This design comes from an exercise in tuning for small area and a short achievable clock period on the open sky130 flow, not from production work. Only simulation tests tie the RTL to the original design; equivalence was not proved. Power figures rest on the tool's default switching activity, not on a simulated workload.

### flow/constraint.sdc
create_clock -name core_clock -period 6.0 [get_ports {clk}]
set_input_delay 1.2000 -clock core_clock [delete_from_list [all_inputs] [get_ports {clk}]]
set_output_delay 1.2000 -clock core_clock [all_outputs]
set_load 0.01 [all_outputs]
### flow/run.sh
#!/bin/bash
# synth_recipe.tcl (not shown) runs the flow's synth.tcl, then flattens the netlist and writes it again
# the make line also repeats each setting of config.mk as NAME=value (left out here)
make -C /OpenROAD-flow-scripts/flow DESIGN_CONFIG=/design/flow/config.mk WORK_HOME=/design/flow/orfs CLKGATE_MAP_FILE= SYNTH_SCRIPT=/design/flow/synth_recipe.tcl finish
### flow/config.mk
export PLATFORM = sky130hd
export DESIGN_NAME = bumpy_core
export DESIGN_NICKNAME = bumpy_core
export VERILOG_FILES = /design/flow/design.v
export SDC_FILE = /design/flow/constraint.sdc
export NUM_CORES = 4
export LEC_CHECK = 0
export CAP_MARGIN = 20
export CORE_MARGIN = 2
export CORE_UTILIZATION = 40
export SLEW_MARGIN = 20
### flow/design.v
`default_nettype none
package geom_pkg;
	localparam int FIXED_SHIFT = 6;
	localparam int TILE_PX = 64;
	localparam int BUMPY_PX = 16;
	localparam int GRID_COLS = 10;
	localparam int GRID_ROWS = 8;
	typedef logic signed [31:0] fixed_t;
	typedef logic signed [10:0] pixel_t;
	typedef logic [3:0] tile_idx_t;
	typedef struct packed {
		tile_idx_t col;
		tile_idx_t row;
	} tile_coord_t;
	typedef logic [1:0] tile_kind_t;
	localparam tile_kind_t TILE_FREE = 2'd0;
	localparam tile_kind_t TILE_STEP = 2'd1;
	localparam tile_kind_t TILE_TELEPORT = 2'd2;
	localparam tile_kind_t TILE_BORDER = 2'd3;
	typedef tile_kind_t [GRID_COLS*GRID_ROWS-1:0] tile_map_t;
	typedef logic [3:0] edge_code_t;
	localparam edge_code_t EDGE_NONE = 4'b0000;
	localparam edge_code_t EDGE_BOTTOM = 4'b0001;
	localparam edge_code_t EDGE_RIGHT = 4'b0010;
	localparam edge_code_t EDGE_TOP = 4'b0100;
	localparam edge_code_t EDGE_LEFT = 4'b1000;
endpackage
`default_nettype wire
`default_nettype none
package motion_pkg;
	typedef enum logic [2:0] {
		S_RESET,
		S_IDLE,
		S_LEFT,
		S_RIGHT,
		S_DOWN,
		S_UP,
		S_DIE
	} move_state_e;
	typedef struct packed {
		logic left;
		logic right;
		logic up;
		logic down;
	} keys_t;
	typedef struct packed {
		logic step;
		logic free;
		logic border;
		logic teleport;
		logic [3:0] hit_edge;
	} collision_t;
endpackage
`default_nettype wire
`timescale 1ns/100ps
`default_nettype none
module bumpy_core (
	input wire logic clk,
	input wire logic resetN,
	input wire logic start_of_frame,
	input wire motion_pkg::keys_t keys,
	input wire logic die,
	input wire logic restart,
	input wire geom_pkg::tile_map_t tile_map,
	input wire geom_pkg::tile_coord_t teleport_target,
	output geom_pkg::pixel_t offset_x,
	output geom_pkg::pixel_t offset_y,
	output motion_pkg::move_state_e state
);
	localparam logic [2:0] S_RESET = 3'd0;
	localparam logic [2:0] S_IDLE = 3'd1;
	localparam logic [2:0] S_LEFT = 3'd2;
	localparam logic [2:0] S_RIGHT = 3'd3;
	localparam logic [2:0] S_DOWN = 3'd4;
	localparam logic [2:0] S_UP = 3'd5;
	localparam logic [2:0] S_DIE = 3'd6;
	localparam logic [28:0] RST_PX = 29'd192;    
	localparam logic [30:0] RST_PY = 31'd8960;   
	localparam logic [30:0] LIM_Y = 31'd1376;
	logic [2:0] st;
	logic [2:0] cc;
	logic sxn, sxp, syn, syp;
	logic [28:0] px;    
	logic [30:0] py;    
	logic [28:0] jx;    
	logic [30:0] jyl;   
	assign state = motion_pkg::move_state_e'(st);
	assign offset_x = px[13:3];
	assign offset_y = py[15:5];
	logic c_step, c_tele, c_free, c_bl, c_br;
	assign c_step = cc[0] & cc[1];
	assign c_tele = cc[0] & cc[2];
	assign c_free = cc[0] & ~cc[1] & ~cc[2];
	assign c_bl = ~cc[0] & cc[2];
	assign c_br = ~cc[0] & cc[1];
	logic [2:0] st_n;
	always_comb begin
		st_n = st;
		if (die)
			st_n = S_DIE;
		else if (st == S_RESET)
			st_n = S_IDLE;
		else if (st == S_DIE) begin
			if (restart)
				st_n = S_RESET;
		end
		else if (keys.up)
			st_n = c_free ? S_UP : S_IDLE;
		else if (keys.down)
			st_n = S_DOWN;
		else if (keys.left)
			st_n = S_LEFT;
		else if (keys.right)
			st_n = S_RIGHT;
		else
			st_n = S_IDLE;
	end
	always_ff @(posedge clk or negedge resetN) begin
		if (!resetN)
			st <= S_RESET;
		else if (start_of_frame)
			st <= st_n;
	end
	logic [159:0] tm;
	assign tm = tile_map;
	logic signed [19:0] cx, cy;
	logic [5:0] mx, my;
	assign cx = px[28:9];
	assign mx = px[8:3];
	assign cy = py[30:11];
	assign my = py[10:5];
	logic [11:0] dcx;   
	logic [8:0] dcy;    
	always_comb begin
		for (int k = -1; k <= 10; k++)
			dcx[k + 1] = (cx == 20'(k));
		for (int k = -1; k <= 7; k++)
			dcy[k + 1] = (cy == 20'(k));
	end
	logic inc_f, dec_l, inc_r, inc_rf, inc_rs;
	assign inc_f = (mx >= 6'd56);
	assign dec_l = (mx == 6'd0);
	assign inc_r = (mx >= 6'd48);
	assign inc_rf = (my >= 6'd48);
	assign inc_rs = (my >= 6'd56);
	logic [9:0] col_f, col_l, col_r;
	logic [7:0] row_f, row_s;
	always_comb begin
		for (int k = 0; k < 10; k++) begin
			col_f[k] = inc_f ? dcx[k] : dcx[k + 1];
			col_l[k] = dec_l ? dcx[k + 2] : dcx[k + 1];
			col_r[k] = inc_r ? dcx[k] : dcx[k + 1];
		end
		for (int k = 0; k < 8; k++) begin
			row_f[k] = inc_rf ? dcy[k] : dcy[k + 1];
			row_s[k] = inc_rs ? dcy[k] : dcy[k + 1];
		end
	end
	logic [1:0] rsel_f [10];
	logic rsel_s [10];
	logic [1:0] kf;
	logic lb, rb;
	always_comb begin
		for (int c = 0; c < 10; c++) begin
			rsel_f[c] = 2'b00;
			rsel_s[c] = 1'b0;
			for (int r = 0; r < 8; r++) begin
				rsel_f[c] = rsel_f[c] | ({2{row_f[r]}} & tm[2 * (r * 10 + c) +: 2]);
				rsel_s[c] = rsel_s[c] | (row_s[r] & tm[2 * (r * 10 + c)] & tm[2 * (r * 10 + c) + 1]);
			end
		end
		kf = {2{~(|col_f) | ~(|row_f)}};
		lb = ~(|col_l) | ~(|row_s);
		rb = ~(|col_r) | ~(|row_s);
		for (int c = 0; c < 10; c++) begin
			kf = kf | ({2{col_f[c]}} & rsel_f[c]);
			lb = lb | (col_l[c] & rsel_s[c]);
			rb = rb | (col_r[c] & rsel_s[c]);
		end
	end
	logic [2:0] cc_n;
	assign cc_n = (kf != 2'd3) ? {kf, 1'b1} : {lb, ~lb & rb, 1'b0};
	always_ff @(posedge clk or negedge resetN) begin
		if (!resetN)
			cc <= 3'b000;
		else
			cc <= cc_n;
	end
	logic lt_y;
	assign lt_y = signed'(py) < signed'(jyl);
	logic signed [29:0] dx;
	assign dx = signed'({px[28], px}) - signed'({jx[28], jx});
	logic signed [31:0] dx32, jx32, cl, cr;
	assign dx32 = 32'(dx);
	assign jx32 = 32'(signed'(jx));
	assign cl = sxn ? -32'sd497 : -32'sd512;
	assign cr = sxp ? 32'sd497 : 32'sd512;
	logic wrap_l, wrap_r, lt_l, gt_r;
	assign wrap_l = jx32 + cl < -32'sd268435456;
	assign wrap_r = jx32 + cr >= 32'sd268435456;
	assign lt_l = wrap_l ? (dx32 < cl + 32'sd536870912) : (dx32 < cl);
	assign gt_r = wrap_r ? (dx32 > cr - 32'sd536870912) : (dx32 > cr);
	always_ff @(posedge clk or negedge resetN) begin
		if (!resetN) begin
			syn <= 1'b0;
			syp <= 1'b0;
		end
		else begin
			case (st)
				S_IDLE, S_LEFT, S_RIGHT: begin
					if (c_step && !syn) begin
						syn <= 1'b1;
						syp <= 1'b0;
					end
					else if (lt_y && !syp) begin
						syn <= 1'b0;
						syp <= 1'b1;
					end
				end
				S_DOWN: begin
					syn <= 1'b0;
					syp <= 1'b1;
				end
				S_UP: begin
					syn <= 1'b1;
					syp <= 1'b0;
				end
				default: begin
					syn <= 1'b0;
					syp <= 1'b0;
				end
			endcase
		end
	end
	always_ff @(posedge clk or negedge resetN) begin
		if (!resetN) begin
			sxn <= 1'b0;
			sxp <= 1'b0;
		end
		else begin
			sxn <= (st == S_LEFT) && !(lt_l && !sxp);
			sxp <= (st == S_RIGHT) && !(gt_r && !sxn);
		end
	end
	logic jump;
	assign jump = c_step || (st == S_UP && c_free);
	always_ff @(posedge clk or negedge resetN) begin
		if (!resetN) begin
			jx <= '0;
			jyl <= -LIM_Y;
		end
		else if (jump) begin
			jx <= px;
			jyl <= py - LIM_Y;
		end
		else if (c_bl)
			jx <= px - 29'd320;
		else if (c_br)
			jx <= px + 29'd320;
	end
	logic [28:0] vx;
	logic [30:0] vy;
	assign vx = sxn ? -29'sd15 : (sxp ? 29'sd15 : 29'sd0);
	assign vy = syn ? -31'sd75 : (syp ? 31'sd75 : 31'sd0);
	always_ff @(posedge clk or negedge resetN) begin
		if (!resetN) begin
			px <= RST_PX;
			py <= RST_PY;
		end
		else if (c_tele) begin
			px <= {21'd0, teleport_target.col, 9'd0} + 29'd192;
			py <= {23'd0, teleport_target.row, 11'd0} + 31'd768;
		end
		else if (start_of_frame) begin
			px <= px + vx;
			py <= py + vy;
		end
	end
endmodule
`default_nettype wire
==> results.txt <==
- Status: timing/DRC/antenna clean
- Number of routed nets with antenna violations: 0
- Critical path launch point: px[1]$_DFFE_PN0P_
- Synthesized flop and latch total: between 100 and 150
- Vias in the first global route: approximately 17000
- Mean area per synthesized cell: ~7.7 um2
- Most frequent cells in the layout: nand2_1, clkdlybuf4s50_1, nor2_1, ha_1, o21ai_0
- Final max-slew violation count: 0
- Crit path DAT: around 4900 ps
- Reg-to-reg critical path startpoint: px[1]$_DFFE_PN0P_
- Total gr overflow: 0
- Worst Path Max Fanout: 6
- Number of buffers created by CTS: 17
- Layout cell share with drive strength beyond 1: 0.0673
- Final hold vios: 0
- Skew final: between 10 and 15 ps
- Post-Syn Nets: roughly 2500
- Maxcap violations: 0
- Gate count after technology mapping: roughly 2100
- Post_cts resized: 0
- Placed Area: around 19000 um2
- Port bufs: approximately 200
- Final min period: about 4500 ps
- Power Total: between 10 and 15 mW
- Final instance area: between 15000 and 20000 um2
- Asr flop ratio synth: 1.00
- Layout Nets: approximately 2600
- Total core area: ~41000 um2
- Pin count of the biggest net entering global routing: 87
- Cts hold-fix bufs: 0
- CTS sink cnt: 130
- Min-Delay Path Class: reg2reg
- Vias per cell: roughly 6.3
- Clock latency on the worst-skew pair: 450 ps
- Psw: 5.61 mW
- Setup violators final: 0
- Setup crit start kind: register
- CTS tree: yes
- Routed WL: roughly 64000 um
- Sequential fraction of the synthesis area: 0.200
- Main synth FF type: dfrtp_1
- Post CTS Setup Buffer Count: 0
- Worst Setup End Kind: register
- PD cells: approximately 560 nW/um2
- First-pass GRT wire length: just under 100000 um
- Hold path startpoint: jyl[21]$_DFFE_PN1P_
- Routed vias: around 18000
- Die width: a little over 200 um
- Area Overhead vs Synth: 17.8%
- Routed wire per std cell: 22.8 um
- Worst Tran Pin Value: 1080 ps
- Fmax achieved: between 200 and 250 MHz
- Initial DRC count: approximately 1600
- Initial antenna violation count: 3
- Clk slew on worst S/H paths: approximately 70 ps
- Worst VDD drop: 0.303 mV
- Synth Cell Area: between 15000 and 20000 um2
- Ys Warns: 3
- Total GRT Usage: 0.301
- Data required time of the worst path: ~6400 ps
- CTS root buffer: clkbuf_16
- Row count: 74
- Antenna Cells: 0
- Die height: a little over 200 um
- Clock power frac: 0.095
- Slew HR: 0.270
- # fillers: 3948
- Gpl congestion: about 1.0
- Post-synth EDFFs: 0
- RSZ-0062 raised after global routing: no
- # H-tree levels: 4
- Combinational power share: 0.728
- Sw Ratio: 0.520
- # IOs: roughly 200
- Area of the die: around 43000 um2
- Final setup TNS: 0 ps
- Synth cell types: 94
- Sequential share of power: 0.177
- Period utilization: 0.758
- Critical setup path kind: reg2reg
- HPWL after DPL: 50400 um
- Most common cell after layout, fill and taps aside: nand2_1
- Internal Power: 5.17 mW
- Leakage: approximately 8.0 nW
- First drt pass iteration count: 9
- Longest Clk Path Bufs: 2
- Starting Density: 0.404
- Residual DRC: 0
[through the flow]
| stage | worst slack (ps) | utilization | hold slack, ps | std cells |
|---|---|---|---|---|
| after detailed placement | 1560 | 0.463 | 470 | 2788 |
| after CTS | 1540 | 0.476 | 479 | 2820 |
| after global placement | 1230 | 0.462 | 462 | 2788 |
| after global routing | 1100 | 0.476 | 500 | 2820 |
| final | 1450 | 0.476 | 476 | 2820 |
| after floorplan | 2170 | - | 447 | 2141 |
[critical path, cell delays in order (launching register included)]
cell and delay, ps:
dfrtp_1 480, ha_1 320, nor2b_1 150, o31ai_1 430
a21oi_1 260, nor4b_1 290, nand4bb_1 180, ha_1 270
a21oi_1 200, a41oi_1 130, o31ai_1 400, nand3_1 130
or4_1 470, nor4b_1 330, and3_1 220, nand3b_1 80
o21ai_1 120
[registers in the layout (all words and copies together) (netlist names)]
| signal | count |
|---|---|
| cc | 3 |
| jx | 29 |
| jyl | 31 |
| px | 29 |
| py | 31 |
| st | 3 |
| sxn | 1 |
| sxp | 1 |
| syn | 1 |
| syp | 1 |
[synthesized netlist by cell type, types with 15 or more instances]
cell type	n	area [um2]
a211oi_1	26	195
a21o_1	63	473
a21oi_1	138	691
a222oi_1	19	190
a22oi_1	26	195
a31oi_1	43	269
and2_1	22	138
and3_1	35	219
buf_4	25	188
clkbuf_1	62	233
dfrtp_1	102	2550
dfstp_2	28	736
ha_1	160	2000
inv_1	107	402
mux2_2	21	236
mux2i_1	58	581
nand2_1	205	769
nand2b_1	20	125
nand3_1	97	485
nand4_1	37	231
nor2_1	167	627
nor2b_1	21	131
nor3_1	58	290
nor4_1	22	138
o211ai_1	15	113
o21a_1	16	120
o21ai_0	143	716
o21bai_1	20	150
o31ai_1	18	135
xnor2_1	69	604
xor2_1	42	368
[cells by family (layout without fill, tap and decap cells)]
logic type | after synthesis | in the layout | share of synthesized area
AO/OA/AOI/OAI | 664 | 664 | 0.271
multiplexers | 79 | 79 | 0.0497
flip-flops | 130 | 130 | 0.200
XOR/XNOR | 112 | 112 | 0.0602
AND/OR/NAND/NOR | 768 | 768 | 0.232
buffers and inverters | 224 | 371 | 0.0605
adder cells (fa/ha/maj) | 164 | 164 | 0.127
[metal layers]
metal / vias up / GRT usage / wire, um / part of all wire
li1: 8296 / - / - / -
met1: 8483 / 0.390 / 27700 / 0.43
met2: 721 / 0.505 / 30100 / 0.47
met3: 140 / 0.0589 / 4550 / 0.071
met5: - / 0 / 33 / 0.00051
met4: 6 / 0.0913 / 1840 / 0.029
[final timing paths]
kind,endpoint,slack [ps],depth (start not counted)
max,sxp$_DFF_PN0_,1450,16
min,jyl[21]$_DFFE_PN1P_,480,2
max reg2reg,sxp$_DFF_PN0_,1450,16
min reg2reg,jyl[21]$_DFFE_PN1P_,480,2
max in group asynchronous,jx[4]$_DFFE_PN0P_,4000,2
min in group asynchronous,jyl[6]$_DFFE_PN0P_,830,1
[power groups by stage]
stage | registers, mW | clock network (mW) | logic, mW
after global placement | 1.90 | 0 | 7.56
final | 1.91 | 1.03 | 7.86
after floorplan | 1.68 | 0 | 5.97
after CTS | 1.90 | 1.05 | 7.76
after global routing | 1.97 | 1.08 | 8.74
after detailed placement | 1.92 | 0 | 7.71
[area by class of cell]
cell class                 count  area (um2)  area share
multi-input combinational   1787       12200       0.630
sequential                   130        3290       0.170
timing repair buffer         232        2240       0.116
tap                          532         666      0.0344
clock buffer                  19         443      0.0229
inverter                     107         402      0.0207
clock inverter                13         113     0.00582

separate check: timing with driven ports:
How much do the figures lean on ideal ports? The routed layout below was timed once more, with nothing changed but the port constraints. Step 1 (the two cells are an assumption about what drives the block):
set clk [get_ports {clk}]
set_driving_cell -lib_cell sky130_fd_sc_hd__clkbuf_16 $clk
set_driving_cell -lib_cell sky130_fd_sc_hd__buf_2 [delete_from_list [all_inputs] $clk]
Step 2 moves the port delays by t, midway between the first and last clock arrival at a register: inputs arrive t later, outputs are due t later. That takes back most of the time a late clock gives input paths. Three values: ideal, step 1, step 2; two values: the first two.
shift t [ns]: 0.495
setup WS [ns]: 1.451 / 1.451 / 1.451
worst slew at a driven data input, ns: 0.12
After both steps this run still meets setup and hold. For this run, drivers alone change the setup slack by 0.000 ns; drivers and shift together by 0.000 ns.
